What follows belongs to an exercise in optimizing a design on an open flow for small area, a short achievable clock period and few clock cycles per item; a production flow would make more cautious choices.
The RTL was checked by simulation tests, not by an equivalence proof against the original design.
Power figures rest on the tool's default switching activity, not on a simulated workload.

Setup of the reference run:
Design operand_stage_top, start of the top module:
module operand_stage_top #(
  parameter int collector_size = 2,
  parameter int warp_count     = 4,
  localparam int warp_w        = (warp_count > 1) ? $clog2(warp_count) : 1,
  localparam int idx_w         = (collector_size > 1) ? $clog2(collector_size) : 1,
  localparam int bank_num      = 4,
  localparam int src_slots     = 3
) (
  input  wire logic                           clk,
  input  wire logic                           rst_n,
  input  wire logic                           issue_valid,
  input  wire logic [warp_w-1:0]              issue_warp,
  input  wire logic [src_slots-1:0][4:0]      issue_src,
  input  wire logic [src_slots-1:0]           issue_src_used,
  input  wire logic [7:0]                     issue_tag,
  output logic                                issue_ready,
  input  wire logic                           wb_valid,
  input  wire logic [warp_w-1:0]              wb_warp,
  input  wire logic [4:0]                     wb_reg,
  input  wire logic [31:0]                    wb_data,
  output logic                                dispatch_valid,
  output logic [7:0]                          dispatch_tag,
  output logic [src_slots-1:0][31:0]          dispatch_operands
);
Size in the first run: about 11,000 cells after synthesis, about 4,500 flip-flops, about 180 I/O pins.
==> module register_file_arbiter, before the edit <==
module register_file_arbiter #(
  parameter int warp_count = 4,
  localparam int warp_w    = (warp_count > 1) ? $clog2(warp_count) : 1,
  localparam int words     = warp_count * 32
) (
  input  wire logic              clk,
  input  wire logic              rst_n,
  input  wire logic              wb_valid,
  input  wire logic [warp_w-1:0] wb_warp,
  input  wire logic [4:0]        wb_reg,
  input  wire logic [31:0]       wb_data,
  output logic [words-1:0]       wr_en,
  output logic [31:0]            wr_data
);
  logic                    wb_valid_q;
  logic [warp_w+4:0]       wb_addr_q;
  always_ff @(posedge clk or negedge rst_n) begin
    if (!rst_n) wb_valid_q <= 1'b0;
    else        wb_valid_q <= wb_valid;
  end
  always_ff @(posedge clk) begin
    wb_addr_q <= {wb_warp, wb_reg};
    wr_data   <= wb_data;
  end
  always_comb begin
    for (int w = 0; w < words; w++)
      wr_en[w] = wb_valid_q && (wb_addr_q == (warp_w + 5)'(w));
  end
endmodule
==> module operand_stage_top, before the edit <==
module operand_stage_top #(
  parameter int collector_size = 2,
  parameter int warp_count     = 4,
  localparam int warp_w        = (warp_count > 1) ? $clog2(warp_count) : 1,
  localparam int idx_w         = (collector_size > 1) ? $clog2(collector_size) : 1,
  localparam int bank_num      = 4,
  localparam int src_slots     = 3
) (
  input  wire logic                           clk,
  input  wire logic                           rst_n,
  input  wire logic                           issue_valid,
  input  wire logic [warp_w-1:0]              issue_warp,
  input  wire logic [src_slots-1:0][4:0]      issue_src,
  input  wire logic [src_slots-1:0]           issue_src_used,
  input  wire logic [7:0]                     issue_tag,
  output logic                                issue_ready,
  input  wire logic                           wb_valid,
  input  wire logic [warp_w-1:0]              wb_warp,
  input  wire logic [4:0]                     wb_reg,
  input  wire logic [31:0]                    wb_data,
  output logic                                dispatch_valid,
  output logic [7:0]                          dispatch_tag,
  output logic [src_slots-1:0][31:0]          dispatch_operands
);
  localparam int words = warp_count * 32;
  logic [warp_count-1:0]            rd_warp;
  logic [src_slots-1:0][31:0]       rd_sel;
  logic [src_slots-1:0][31:0]       rd_data;
  logic [words-1:0]                 wr_en;
  logic [31:0]                      wr_data;
  operand_collector #(
    .warp_count (warp_count)
  ) collector0 (
    .clk               (clk),
    .rst_n             (rst_n),
    .issue_valid       (issue_valid),
    .issue_warp        (issue_warp),
    .issue_src         (issue_src),
    .issue_src_used    (issue_src_used),
    .issue_tag         (issue_tag),
    .issue_ready       (issue_ready),
    .dispatch_valid    (dispatch_valid),
    .dispatch_tag      (dispatch_tag),
    .dispatch_operands (dispatch_operands),
    .rd_warp           (rd_warp),
    .rd_sel            (rd_sel),
    .rd_data           (rd_data)
  );
  register_file_arbiter #(
    .warp_count (warp_count)
  ) arbiter0 (
    .clk      (clk),
    .rst_n    (rst_n),
    .wb_valid (wb_valid),
    .wb_warp  (wb_warp),
    .wb_reg   (wb_reg),
    .wb_data  (wb_data),
    .wr_en    (wr_en),
    .wr_data  (wr_data)
  );
  register_bank_array #(
    .warp_count (warp_count)
  ) banks0 (
    .clk     (clk),
    .rst_n   (rst_n),
    .rd_warp (rd_warp),
    .rd_sel  (rd_sel),
    .rd_data (rd_data),
    .wr_en   (wr_en),
    .wr_data (wr_data)
  );
endmodule
==> flow/config.mk <==
export PLATFORM = sky130hd
export DESIGN_NAME = operand_stage_top
export DESIGN_NICKNAME = operand_stage_top
export VERILOG_FILES = /design/flow/design.v
export SDC_FILE = /design/flow/constraint.sdc
export NUM_CORES = 4
export LEC_CHECK = 0
export CAP_MARGIN = 40
export CELL_PAD_IN_SITES_DETAIL_PLACEMENT = 1
export CELL_PAD_IN_SITES_GLOBAL_PLACEMENT = 1
export CORE_MARGIN = 2
export CORE_UTILIZATION = 45
export CTS_CLUSTER_DIAMETER = 120
export CTS_CLUSTER_SIZE = 22
export SETUP_SLACK_MARGIN = 4.4
export SLEW_MARGIN = 60
export TNS_END_PERCENT = 100
==> flow/constraint.sdc <==
create_clock -name core_clock -period 8.0 [get_ports {clk}]
set_input_delay 1.6000 -clock core_clock [delete_from_list [all_inputs] [get_ports {clk}]]
set_output_delay 1.6000 -clock core_clock [all_outputs]
set_load 0.01 [all_outputs]
standard.sh (not shown) runs the stock make flow with config.mk's settings and CLKGATE_MAP_FILE= SYNTH_SCRIPT=/design/flow/synth_recipe.tcl, a recipe that flattens the netlist after the stock synthesis.
==> flow/flow/run.sh <==
#!/bin/bash
# The standard layout, with a global routing layer adjustment that keeps
# more of met1 free for pin access. make's output goes to make.log.
set -euo pipefail
export FASTROUTE_TCL="$PWD/flow/fastroute.tcl"
bash standard.sh > make.log 2>&1
==> flow/flow/fastroute.tcl <==
# Less global routing on met1 and met2, where pin access needs room
set_global_routing_layer_adjustment met1 0.7
set_global_routing_layer_adjustment met2 0.35
set_global_routing_layer_adjustment met3-$::env(MAX_ROUTING_LAYER) 0.2

set_routing_layers -clock $::env(MIN_CLK_ROUTING_LAYER)-$::env(MAX_ROUTING_LAYER)
set_routing_layers -signal $::env(MIN_ROUTING_LAYER)-$::env(MAX_ROUTING_LAYER)
Testbench counts of the reference run, summed over its fixed seeds: cycles 2,738, items 2,048.
Input-level comparison between the trial run and the reference run:
--- a/flow/design.v
+++ b/flow/design.v
@@ -54,30 +54,16 @@
   parameter int warp_count = 4,
   localparam int warp_w    = (warp_count > 1) ? $clog2(warp_count) : 1,
   localparam int words     = warp_count * 32
 ) (
-  input  wire logic              clk,
-  input  wire logic              rst_n,
   input  wire logic              wb_valid,
   input  wire logic [warp_w-1:0] wb_warp,
   input  wire logic [4:0]        wb_reg,
-  input  wire logic [31:0]       wb_data,
-  output logic [words-1:0]       wr_en,
-  output logic [31:0]            wr_data
+  output logic [words-1:0]       wr_en
 );
-  logic                    wb_valid_q;
-  logic [warp_w+4:0]       wb_addr_q;
-  always_ff @(posedge clk or negedge rst_n) begin
-    if (!rst_n) wb_valid_q <= 1'b0;
-    else        wb_valid_q <= wb_valid;
-  end
-  always_ff @(posedge clk) begin
-    wb_addr_q <= {wb_warp, wb_reg};
-    wr_data   <= wb_data;
-  end
   always_comb begin
     for (int w = 0; w < words; w++)
-      wr_en[w] = wb_valid_q && (wb_addr_q == (warp_w + 5)'(w));
+      wr_en[w] = wb_valid && ({wb_warp, wb_reg} == (warp_w + 5)'(w));
   end
 endmodule
 `default_nettype wire
 `timescale 1ns/10ps
@@ -157,9 +143,8 @@
   logic [warp_count-1:0]            rd_warp;
   logic [src_slots-1:0][31:0]       rd_sel;
   logic [src_slots-1:0][31:0]       rd_data;
   logic [words-1:0]                 wr_en;
-  logic [31:0]                      wr_data;
   operand_collector #(
     .warp_count (warp_count)
   ) collector0 (
     .clk               (clk),
@@ -179,16 +164,12 @@
   );
   register_file_arbiter #(
     .warp_count (warp_count)
   ) arbiter0 (
-    .clk      (clk),
-    .rst_n    (rst_n),
     .wb_valid (wb_valid),
     .wb_warp  (wb_warp),
     .wb_reg   (wb_reg),
-    .wb_data  (wb_data),
-    .wr_en    (wr_en),
-    .wr_data  (wr_data)
+    .wr_en    (wr_en)
   );
   register_bank_array #(
     .warp_count (warp_count)
   ) banks0 (
@@ -197,8 +178,8 @@
     .rd_warp (rd_warp),
     .rd_sel  (rd_sel),
     .rd_data (rd_data),
     .wr_en   (wr_en),
-    .wr_data (wr_data)
+    .wr_data (wb_data)
   );
 endmodule
 `default_nettype wire
[summary]
Relative to the reference run, the trial run degrades post-detailed-placement half-perimeter wirelength. Looking at reg-to-reg setup timing slack, the trial run sits 0.13 ns below the reference run. Between the reference run and the trial run, the difference in final instance area is negligible. Diff the reference run -> the trial run: insertion delay to the later sink of the worst-skew pair went down by 0.02 ns; total power grew by about 1.1%. The layout-stage area growth over the synthesis result number comes out higher for the trial run vs the reference run. Note that the combinational power recorded for the trial run amounts to 1.3 times the value seen in the reference run. There was hardly any difference in mean cell area of the mapped netlist between the reference run and the trial run. Compared the trial run against the reference run; initial standard-cell utilization of the core within noise.
Testbench counts of the trial run, summed over its fixed seeds: cycles 2,738, items 2,048.

-- separate check: timing with driven ports --
Ports are ideal in the flow. The routed layouts listed here were re-timed in OpenROAD.
Step 1 (the two cells are an assumption about what drives the block):
set clk [get_ports {clk}]
set_driving_cell -lib_cell sky130_fd_sc_hd__clkbuf_16 $clk
set_driving_cell -lib_cell sky130_fd_sc_hd__buf_2 [delete_from_list [all_inputs] $clk]
Step 2, shift: input delay + t, output delay - t, t = (earliest + latest rising clock arrival at the registers) / 2. This alone moves slack from input paths to output paths.
Slacks: no drivers / after step 1 / after step 2; pairs: no drivers / after step 1.
| run | shift t [ns] | slack for setup (ns) | worst data-port slew with drivers (ns) |
|---|---|---|---|
| the reference run | 1.155 | 4.382 / 4.260 / 4.414 | 0.22 |
| the trial run | 1.131 | 4.287 / 4.280 / 3.310 | 0.32 |
After both steps every run listed still meets setup and hold. The setup slack of the trial run, which loses most, moves by -0.007 ns with the drivers and by -0.977 ns with both steps.
